This is an optimization exercise on Yosys and OpenROAD, whose aim is small area and a short achievable clock period, not a production implementation. The RTL was checked by simulation tests, not by an equivalence proof against the original design. Power figures rest on the tool's default switching activity, not on a simulated workload.

==> flow/design.v (outline; a module is shown in full before it is edited, if it fits) <==
// module fir_systolic_cfg: 2730 lines
module fir_systolic_cfg (
    input  logic               clk,
    input  logic               rst,
    input  logic               in_valid,
    input  logic signed [15:0] in_data,
    input  logic               coef_wr,
    input  logic [2:0]         coef_addr,
    input  logic signed [15:0] coef_data,
    output logic               out_valid,
    output logic signed [31:0] out_data,
    output logic               out_ovf
);
  // ...
==> flow/run.sh <==
#!/bin/bash
# synth_recipe.tcl (not shown) runs the flow's synth.tcl, then flattens the netlist and writes it again
# the make line also repeats each setting of config.mk as NAME=value (left out here)
make -C /OpenROAD-flow-scripts/flow DESIGN_CONFIG=/design/flow/config.mk WORK_HOME=/design/flow/orfs CLKGATE_MAP_FILE= SYNTH_SCRIPT=/design/flow/synth_recipe.tcl finish
==> flow/config.mk <==
export PLATFORM = sky130hd
export DESIGN_NAME = fir_systolic_cfg
export DESIGN_NICKNAME = fir_systolic_cfg
export VERILOG_FILES = /design/flow/design.v
export SDC_FILE = /design/flow/constraint.sdc
export NUM_CORES = 4
export LEC_CHECK = 0
export ABC_AREA = 1
export CAP_MARGIN = 20
export CORE_MARGIN = 2
export CORE_UTILIZATION = 40
export SETUP_SLACK_MARGIN = 4.5
export SLEW_MARGIN = 20
==> flow/constraint.sdc <==
create_clock -name core_clock -period 10.0 [get_ports {clk}]
set_input_delay 2.0000 -clock core_clock [delete_from_list [all_inputs] [get_ports {clk}]]
set_output_delay 2.0000 -clock core_clock [all_outputs]
set_load 0.01 [all_outputs]
==> run summary, run 1 <==
Initial DRC Count 5282; max_slew headroom 0.2140; outcome finished clean; Setup WS pre-CTS 3.187 ns; CP dominant cell by count nand2_2; Starting Density 0.4016; Pwr top combinational cells; clk pwr 2.87 mW; Core Area 175700 µm²; met3 GRT Util 0.05115; clk slew on worst S/H paths 0.06 ns; Tmin final 5.473 ns; Post-Synth XOR/XNOR Area 0.1284; Biggest register coef_q; Hold EP yc[34]; comb pwr 19.0 mW; GRT Residual Overflow 0; CTS sink count 661; Biggest Area Class multi-input combinational cells; worst r2r dst pc2[19]; final std cells w/o fill 9374; CTS Root Cell clkbuf_16; post-CTS sizing 215; htree depth 3; endpoints failing hold 0; Flop pwr share 0.225; Max Root-Sink Buffers 3; Critical Path AT 3.47 ns; GRT Util Overall 0.2545; WL per Instance 25.08 µm; largest cells by area after synthesis fa_1 (31%), edfxtp_1 (25%), xor2_1 (13%); initial antenna violation count 5; nonclk inv count 1447; vias per std cell 5.664; die width 424.1 µm; syn_area_per_cell 9.955 µm²; Seq/Total Area, Yosys 0.2707
==> inputs of run 2 (changes only) <==
--- a/flow/config.mk
+++ b/flow/config.mk
@@ -9,5 +9,5 @@
 export CAP_MARGIN = 20
 export CORE_MARGIN = 2
 export CORE_UTILIZATION = 40
-export SETUP_SLACK_MARGIN = 4.5
+export SETUP_SLACK_MARGIN = 5
 export SLEW_MARGIN = 20
==> run summary, run 2 <==
Power Density 360.8 nW/µm² (was 360.9 nW/µm²); Biggest register coef_q (unchanged); htree depth 3 (unchanged); # DRC 0 (unchanged); FF+latch count, synth 661 (unchanged); P&R area growth vs syn 12.96% (was 11.00%); hold_buf cts 0 (unchanged); Combinational Power Share 0.668 (was 0.673); first-pass GRT wire length 359.8 mm (was 345.4 mm); count leader, synth inv_1 (unchanged); FMAX 187.8 MHz (was 182.7 MHz); # setup viols final 0 (unchanged); Core Area 175700 µm² (unchanged); Setup Crit Path Kind register to output port (unchanged); Mapped Nets 8347 (unchanged); CP required 8.00 ns (about the same); most frequent cells in the layout inv_1 (1330), xor2_1 (1018), fa_1 (996) (was inv_1 (1361), fa_1 (1074), xor2_1 (1024)); outcome finished clean (unchanged); CTS Root Cell clkbuf_16 (unchanged); period utilisation layout 0.5324 (was 0.5473); most common cell after layout, fill and taps aside inv_1 (unchanged); drt first pass iters 6 (unchanged); syn_area_per_cell 9.955 µm² (unchanged); setup TNS 0 ns (unchanged); Initial DRC Count 5337 (was 5282); critical path endpoint category output port (unchanged); Antenna Violating Nets Remaining 0 (unchanged); final wirelength 244.4 mm (was 235.1 mm); count of boundary I/O pins 73 (unchanged); Worst VDD drop 0.1868 mV (was 0.1882 mV); Flop pwr share 0.221 (was 0.225); P_leak 35.10 nW (was 34.68 nW); WL per Instance 25.89 µm (was 25.08 µm); crit start category register (unchanged); ys flop type edfxtp_1 (unchanged); Clk pwr share 0.110 (was 0.102); CTS sink count 661 (unchanged); sw frac 0.4437 (was 0.4511); Syn Std Cell Area 70580 µm² (unchanged); Yosys top cell by area fa_1 (unchanged); CTS tree done (unchanged); RSZ-0062 raised after global routing yes (unchanged); Post-DP HPWL 150.6 mm (was 152.6 mm); IO buf count 72 (unchanged); largest cells by area after synthesis fa_1 (31%), edfxtp_1 (25%), xor2_1 (13%) (unchanged); clk_skew 0.03835 ns (was 0.03177 ns); Post-synth EDFFs 587 (unchanged); ys async rst share 0 (unchanged); Max Root-Sink Buffers 3 (unchanged); Synth Instances 7090 (unchanged); Hold Path Class register to register (unchanged); Synth cell types 40 (unchanged); row count 154 (unchanged); total CTS buffers 83 (was 80); number of global-route vias before repair 56.67k (was 55.85k); Final #Nets 8282 (was 8225); vias per std cell 5.702 (was 5.664); Clk Latency, worst-skew pair 0.72 ns (about the same); Fill cells 16.55k (was 16.56k); max reg flops 128 (unchanged); Seq/Total Area, Yosys 0.2707 (unchanged); Die Area 179800 µm² (unchanged); die width 424.1 µm (unchanged); largest net degree at the start of global routing 162 (was 137); layout cells sized above 1 0.1207 (was 0.08093); clk slew on worst S/H paths 0.05 ns (was 0.06 ns); GRT Util Overall 0.2680 (was 0.2545); Worst-Margin Slew 1.167 ns (was 1.178 ns); Yosys top cell area share 0.3072 (unchanged); Sw Pwr 12.76 mW (was 12.75 mW); critical path peak fanout 4 (unchanged); endpoints failing hold 0 (unchanged); fin. max-slew vios 0 (unchanged); max_slew headroom 0.2199 (was 0.2140); via count 53.82k (was 53.10k); Tmin final 5.324 ns (was 5.473 ns); Starting Density 0.4016 (unchanged); GRT Residual Overflow 0 (unchanged); overall power 28.76 mW (was 28.27 mW); Yosys warnings 1 (unchanged); Critical Path AT 3.32 ns (was 3.47 ns); Die H 424.1 µm (unchanged); MaxCap Viol Count 0 (unchanged); RePlAce Congestion 0.8949 (was 0.9125); synth cell count leaders inv_1 (1364), fa_1 (1083), xor2_1 (1024) (unchanged); cell-internal power 16.00 mW (was 15.52 mW); initial antenna violation count 9 (was 5)
run 2: cell counts after synthesis:
Identical to the previous run, type by type.
run 2: layer usage:
layer	track usage	wire, µm	vias up
li1	-	-	22570
met1	0.3104	85930	26850
met2	0.4499	115200	3278
met3	0.06122	25140	1131
met4	0.1654	18150	4
met5	0	33	-
run 2: what timing repair did:
action                                  4_1_cts  5_1_grt
buffers inserted                             41       61
gates cloned                                 52        6
endpoints found under the hold margin         0        0
pin swaps                                    36       52
endpoints found under the setup margin      373      200
gates resized for setup                     367      196
run 2: worst max-delay path: stages (launching register included):
cell and delay [ns]:
dfxtp_1 0.32, ha_2 0.42, nand2_4 0.11, inv_1 0.09, nand2_1 0.15, nor2_1 0.24
nand2_4 0.08, nand2_4 0.10, nand2_4 0.07, nand2_2 0.07, nand2_2 0.06, nand2_4 0.09
nand3_4 0.16, nand2_8 0.15, buf_6 0.11, buf_6 0.09, nand3_1 0.11, nand2_4 0.09
buf_6 0.10
run 2: worst paths after layout:
check	startpoint	endpoint	slack [ns]	cells past startpoint
max	yc[11]	out_data[0]	4.68	18
min	ps2[33]	pc1[33]	0.42	0
max reg2reg	coef_q[6][9]	pc5[17]	5.05	11
min reg2reg	ps2[33]	pc1[33]	0.42	0
run 2: final cells by class:
| class | instances | area (µm²) | area share |
|---|---|---|---|
| Timing Repair inverter | 26 | 235.2 | 0.002950 |
| Inverter | 1432 | 5697 | 0.07145 |
| Multi-Input combinational cell | 4502 | 45420 | 0.5697 |
| Tap cell | 2340 | 2928 | 0.03672 |
| Clock inverter | 55 | 598.1 | 0.007502 |
| Timing Repair Buffer | 319 | 3465 | 0.04346 |
| Sequential cell | 661 | 19110 | 0.2397 |
| Clock buffer | 99 | 2258 | 0.02833 |
| Antenna cell | 6 | 15.01 | 0.0001883 |
run 2: metrics by stage:
step	setup slack [ns]	hold slack, ns	utilization	cells	instance area (µm²)
after global routing	4.597	0.4294	0.4536	9434	79710
final	4.676	0.4191	0.4537	9440	79730
after global placement	3.286	0.4103	0.4196	9120	73740
after CTS	4.534	0.4199	0.4462	9367	78410
after detailed placement	3.308	0.4063	0.4197	9120	73750
after floorplan	4.796	0.3988	-	7090	71630
run 2: power groups by stage:
stage | sequential [mW] | combinational, mW | clock (mW)
5_1_grt | 6.48 | 22.5 | 3.32
2_1_floorplan | 6.28 | 13.7 | 0
3_3_place_gp | 6.42 | 18.3 | 0
3_5_place_dp | 6.44 | 19.0 | 0
4_1_cts | 6.39 | 19.2 | 3.23
6_report | 6.37 | 19.2 | 3.18
run 2: cells by family after synthesis:
group | count (synthesis) | share of synthesized area
DFF | 661 | 0.2707
buffers and inverters | 1934 | 0.1049
adders and majority gates | 1218 | 0.3311
AOI/OAI and AO/OA | 1277 | 0.1099
xor gates and xnor gates | 1035 | 0.1284
and+or+nand+nor | 965 | 0.05490

[re-timing with driven ports]
In the flow no input, the clock included, has a driving cell. The finished layouts below were timed again as built, in two steps. Step 1 assumes that a clkbuf_16 drives the clock port and a buf_2 every other input. Step 2, shift: input delay + t, output delay - t, t = (earliest + latest rising clock arrival at the registers) / 2. This alone moves slack from input paths to output paths. Three values: no drivers, after step 1, after step 2; two values: the first two.
| run | t, ns | slack for setup (ns) | hold slack, ns | worst slew at a driven data input, ns |
|---|---|---|---|---|
| run 1 | 0.788 | 4.527 / 4.441 / 3.807 | 0.419 / 0.419 / 0.419 | 0.07 |
| run 2 | 0.784 | 4.676 / 4.588 / 4.292 | 0.419 / 0.419 / 0.419 | 0.06 |
After both steps every run listed still meets setup and hold. For run 1, which loses most, drivers alone change the setup slack by -0.086 ns; drivers and shift together by -0.720 ns.
